This design comes from an exercise in tuning for small area, a short achievable clock period and few clock cycles per item on the open sky130 flow, not from production work.

==> module alu_core, before the edit <==
module alu_core (
    input  exec_pkg::issue_entry_t  entry,
    output logic [32-1:0]   pv_a,
    output logic [32-1:0]   pv_b,
    output logic [32-1:0]   pc_next,
    output logic                    update_pc_next,
    output logic                    branch_taken
);
    localparam int XL = 32;
    logic [6:0]    op;
    logic [2:0]    f3;
    logic          f7_5;
    logic [XL-1:0] a, rs2, imm, pc, btb, b;
    assign op   = entry.op_code;
    assign f3   = entry.funct3;
    assign f7_5 = entry.funct7[5];
    assign imm  = entry.imm;
    assign pc   = entry.pc;
    assign btb  = entry.btb_pc_next;
    assign a    = entry.rs1_v;
    assign rs2  = entry.rs2_v;
    logic is_br, is_jal, is_jalr, is_lui, is_auipc, is_alu, is_op;
    assign is_br    = op[6] & ~op[2];
    assign is_jal   = op[6] & op[3];
    assign is_jalr  = op[6] & op[2] & ~op[3];
    assign is_lui   = ~op[6] & op[2] & op[5];
    assign is_auipc = ~op[6] & op[2] & ~op[5];
    assign is_alu   = ~op[6] & ~op[2];
    assign is_op    = ~op[6] & ~op[2] & op[5];
    assign b = op[5] ? rs2 : imm;
    logic [XL-1:0] rr, ri, pc_imm, pc_4;
    logic          rr_co, ri_co, pi_co;
    pfx_add #(.W(XL)) u_rr (
        .a (a), .b (rs2 ^ {XL{f7_5}}), .cin (f7_5), .s (rr), .cout (rr_co)
    );
    pfx_add #(.W(XL)) u_ri (
        .a (a), .b (imm), .cin (1'b0), .s (ri), .cout (ri_co)
    );
    pfx_add #(.W(XL)) u_pi (
        .a (pc), .b (imm), .cin (1'b0), .s (pc_imm), .cout (pi_co)
    );
    assign pc_4 = {pc[XL-1:2] + 1'b1, pc[1:0]};
    logic [XL-1:0] c_rr_s, c_ri_s;
    logic          c_rr_co, c_ri_co;
    pfx_add #(.W(XL)) u_c_rr (
        .a (a), .b (~rs2), .cin (1'b1), .s (c_rr_s), .cout (c_rr_co)
    );
    pfx_add #(.W(XL)) u_c_ri (
        .a (a), .b (~imm), .cin (1'b1), .s (c_ri_s), .cout (c_ri_co)
    );
    logic ltu_rr, lt_rr, ltu_ri, lt_ri, eq_rr;
    assign ltu_rr = ~c_rr_co;
    assign lt_rr  = (a[XL-1] ^ rs2[XL-1]) ? a[XL-1] : ltu_rr;
    assign ltu_ri = ~c_ri_co;
    assign lt_ri  = (a[XL-1] ^ imm[XL-1]) ? a[XL-1] : ltu_ri;
    assign eq_rr  = (a == rs2);
    logic          left, fill;
    logic [4:0]    shamt;
    logic [XL-1:0] sh_in, sh_out, sh_res;
    logic [2*XL-1:0] sh_wide;
    assign left  = ~f3[2];
    assign fill  = ~left & f7_5 & a[XL-1];
    assign shamt = op[5] ? rs2[4:0] : imm[4:0];
    always_comb begin
        for (int i = 0; i < XL; i++) begin
            sh_in[i] = left ? a[XL-1-i] : a[i];
        end
    end
    assign sh_wide = {{XL{fill}}, sh_in} >> shamt;
    assign sh_out  = sh_wide[XL-1:0];
    always_comb begin
        for (int i = 0; i < XL; i++) begin
            sh_res[i] = left ? sh_out[XL-1-i] : sh_out[i];
        end
    end
    logic [XL-1:0] need_i, gen_i, prop_i;
    logic          eq_imm, eq_4;
    assign prop_i = pc ^ imm;
    assign gen_i  = pc & imm;
    assign need_i = prop_i ^ btb;
    always_comb begin
        eq_imm = ~need_i[0];
        for (int i = 1; i < XL; i++) begin
            eq_imm = eq_imm & (need_i[i] == (gen_i[i-1] | (need_i[i-1] & prop_i[i-1])));
        end
    end
    assign eq_4 = (btb == pc_4);
    logic taken, redirect;
    always_comb begin
        case (f3)
            3'b000:  taken = eq_rr;
            3'b001:  taken = ~eq_rr;
            3'b100:  taken = lt_rr;
            3'b101:  taken = ~lt_rr;
            3'b110:  taken = ltu_rr;
            default: taken = ~ltu_rr;
        endcase
    end
    assign redirect = taken ? (~entry.pred_taken | ~eq_imm) : (entry.pred_taken | ~eq_4);
    logic sel_pc4, sel_pi, sel_rr, sel_ri, sel_lui, sel_b;
    assign sel_pc4 = op[6] & op[2];
    assign sel_pi  = is_auipc;
    assign sel_rr  = is_op & (f3 == 3'b000);
    assign sel_ri  = is_alu & ~op[5] & (f3 == 3'b000);
    assign sel_lui = is_lui;
    assign sel_b   = is_alu & (f3 != 3'b000);
    assign pv_a = ({XL{sel_pc4}} & pc_4) | ({XL{sel_pi}} & pc_imm)
                | ({XL{sel_rr}} & rr) | ({XL{sel_ri}} & ri);
    logic [XL-1:0] alu_b;
    always_comb begin
        case (f3)
            3'b010:  alu_b = {{(XL-1){1'b0}}, op[5] ? lt_rr : lt_ri};
            3'b011:  alu_b = {{(XL-1){1'b0}}, op[5] ? ltu_rr : ltu_ri};
            3'b100:  alu_b = a ^ b;
            3'b110:  alu_b = a | b;
            3'b111:  alu_b = a & b;
            default: alu_b = sh_res;
        endcase
    end
    assign pv_b = ({XL{sel_lui}} & imm) | ({XL{sel_b}} & alu_b);
    logic br_redir;
    assign br_redir = is_br & redirect;
    assign pc_next  = ({XL{is_jal | (br_redir & taken)}} & pc_imm)
                    | ({XL{is_jalr}} & {ri[XL-1:1], 1'b0})
                    | ({XL{br_redir & ~taken}} & pc_4);
    assign update_pc_next = is_jalr | br_redir;
    assign branch_taken   = is_br & taken;
endmodule
Settings: LEC_CHECK=0, ABC_AREA=1, CAP_MARGIN=20, CORE_MARGIN=2, CORE_UTILIZATION=40, SLEW_MARGIN=60; clock period 10.0 ns.
standard.sh (not shown) runs the stock make flow with config.mk's settings and CLKGATE_MAP_FILE= SYNTH_SCRIPT=/design/flow/synth_recipe.tcl, a recipe that flattens the netlist after the stock synthesis.
==> flow/flow/run.sh <==
#!/bin/bash
set -o pipefail
export SETUP_SLACK_MARGIN=6
export BUFFER_PORTS_ARGS="-buffer_cell sky130_fd_sc_hd__buf_2"
bash standard.sh > standard.log 2>&1
Rerun with:
--- a/flow/design.v
+++ b/flow/design.v
@@ -91,30 +91,28 @@
     assign is_lui   = ~op[6] & op[2] & op[5];
     assign is_auipc = ~op[6] & op[2] & ~op[5];
     assign is_alu   = ~op[6] & ~op[2];
     assign is_op    = ~op[6] & ~op[2] & op[5];
     assign b = op[5] ? rs2 : imm;
-    logic [XL-1:0] rr, ri, pc_imm, pc_4;
-    logic          rr_co, ri_co, pi_co;
-    pfx_add #(.W(XL)) u_rr (
-        .a (a), .b (rs2 ^ {XL{f7_5}}), .cin (f7_5), .s (rr), .cout (rr_co)
+    logic [XL-1:0] add_rr, sub_rr, ri, pc_imm, pc_4, c_ri_s;
+    logic          add_rr_co, c_rr_co, ri_co, pi_co, c_ri_co;
+    pfx_add #(.W(XL)) u_add_rr (
+        .a (a), .b (rs2), .cin (1'b0), .s (add_rr), .cout (add_rr_co)
+    );
+    pfx_add #(.W(XL)) u_sub_rr (
+        .a (a), .b (~rs2), .cin (1'b1), .s (sub_rr), .cout (c_rr_co)
     );
     pfx_add #(.W(XL)) u_ri (
         .a (a), .b (imm), .cin (1'b0), .s (ri), .cout (ri_co)
     );
+    pfx_add #(.W(XL)) u_c_ri (
+        .a (a), .b (~imm), .cin (1'b1), .s (c_ri_s), .cout (c_ri_co)
+    );
     pfx_add #(.W(XL)) u_pi (
         .a (pc), .b (imm), .cin (1'b0), .s (pc_imm), .cout (pi_co)
     );
     assign pc_4 = {pc[XL-1:2] + 1'b1, pc[1:0]};
-    logic [XL-1:0] c_rr_s, c_ri_s;
-    logic          c_rr_co, c_ri_co;
-    pfx_add #(.W(XL)) u_c_rr (
-        .a (a), .b (~rs2), .cin (1'b1), .s (c_rr_s), .cout (c_rr_co)
-    );
-    pfx_add #(.W(XL)) u_c_ri (
-        .a (a), .b (~imm), .cin (1'b1), .s (c_ri_s), .cout (c_ri_co)
-    );
     logic ltu_rr, lt_rr, ltu_ri, lt_ri, eq_rr;
     assign ltu_rr = ~c_rr_co;
     assign lt_rr  = (a[XL-1] ^ rs2[XL-1]) ? a[XL-1] : ltu_rr;
     assign ltu_ri = ~c_ri_co;
     assign lt_ri  = (a[XL-1] ^ imm[XL-1]) ? a[XL-1] : ltu_ri;
@@ -160,19 +158,21 @@
             3'b110:  taken = ltu_rr;
             default: taken = ~ltu_rr;
         endcase
     end
     assign redirect = taken ? (~entry.pred_taken | ~eq_imm) : (entry.pred_taken | ~eq_4);
-    logic sel_pc4, sel_pi, sel_rr, sel_ri, sel_lui, sel_b;
+    logic sel_pc4, sel_pi, sel_add, sel_sub, sel_ri, sel_lui, sel_b;
     assign sel_pc4 = op[6] & op[2];
     assign sel_pi  = is_auipc;
-    assign sel_rr  = is_op & (f3 == 3'b000);
+    assign sel_add = is_op & (f3 == 3'b000) & ~f7_5;
+    assign sel_sub = is_op & (f3 == 3'b000) & f7_5;
     assign sel_ri  = is_alu & ~op[5] & (f3 == 3'b000);
     assign sel_lui = is_lui;
     assign sel_b   = is_alu & (f3 != 3'b000);
     assign pv_a = ({XL{sel_pc4}} & pc_4) | ({XL{sel_pi}} & pc_imm)
-                | ({XL{sel_rr}} & rr) | ({XL{sel_ri}} & ri);
+                | ({XL{sel_add}} & add_rr) | ({XL{sel_sub}} & sub_rr)
+                | ({XL{sel_ri}} & ri);
     logic [XL-1:0] alu_b;
     always_comb begin
         case (f3)
             3'b010:  alu_b = {{(XL-1){1'b0}}, op[5] ? lt_rr : lt_ri};
             3'b011:  alu_b = {{(XL-1){1'b0}}, op[5] ? ltu_rr : ltu_ri};
Via count grows slightly; clock-buffer cell count shrinks by 5; sequential share of layout area shrinks by 0.56 points; global-route usage shrinks by 0.29 points; design area grows by a few percent; register-to-register slack hardly moves.
No functional check of the RTL was part of any run of this note.

port drivers added, routing unchanged:
The results above use ideal ports. As a check the final layouts listed here were re-extracted and re-timed, cells and wires unchanged.
Step 1 (the two cells are an assumption about what drives the block):
set clk [get_ports {clk}]
set_driving_cell -lib_cell sky130_fd_sc_hd__clkbuf_16 $clk
set_driving_cell -lib_cell sky130_fd_sc_hd__buf_2 [delete_from_list [all_inputs] $clk]
Step 2 also shifts input and output timing later by t, the mid clock arrival at the registers, as if the neighbouring blocks saw the same clock.
Slacks: no drivers / after step 1 / after step 2; pairs: no drivers / after step 1.
run | shift t [ns] | setup WS [ns] | worst setup path after step 2 | slew at the worst register clock pin (ns) | worst data-port slew with drivers (ns)
the first run | 0.750 | 5.959 / 5.967 / 5.217 | input to register | 0.08 / 0.08 | 0.13
the second run | 0.734 | 4.772 / 4.776 / 4.042 | input to register | 0.07 / 0.07 | 0.17
After both steps every run listed still meets setup and hold. For the first run, which loses most, drivers alone change the setup slack by +0.008 ns; drivers and shift together by -0.742 ns.
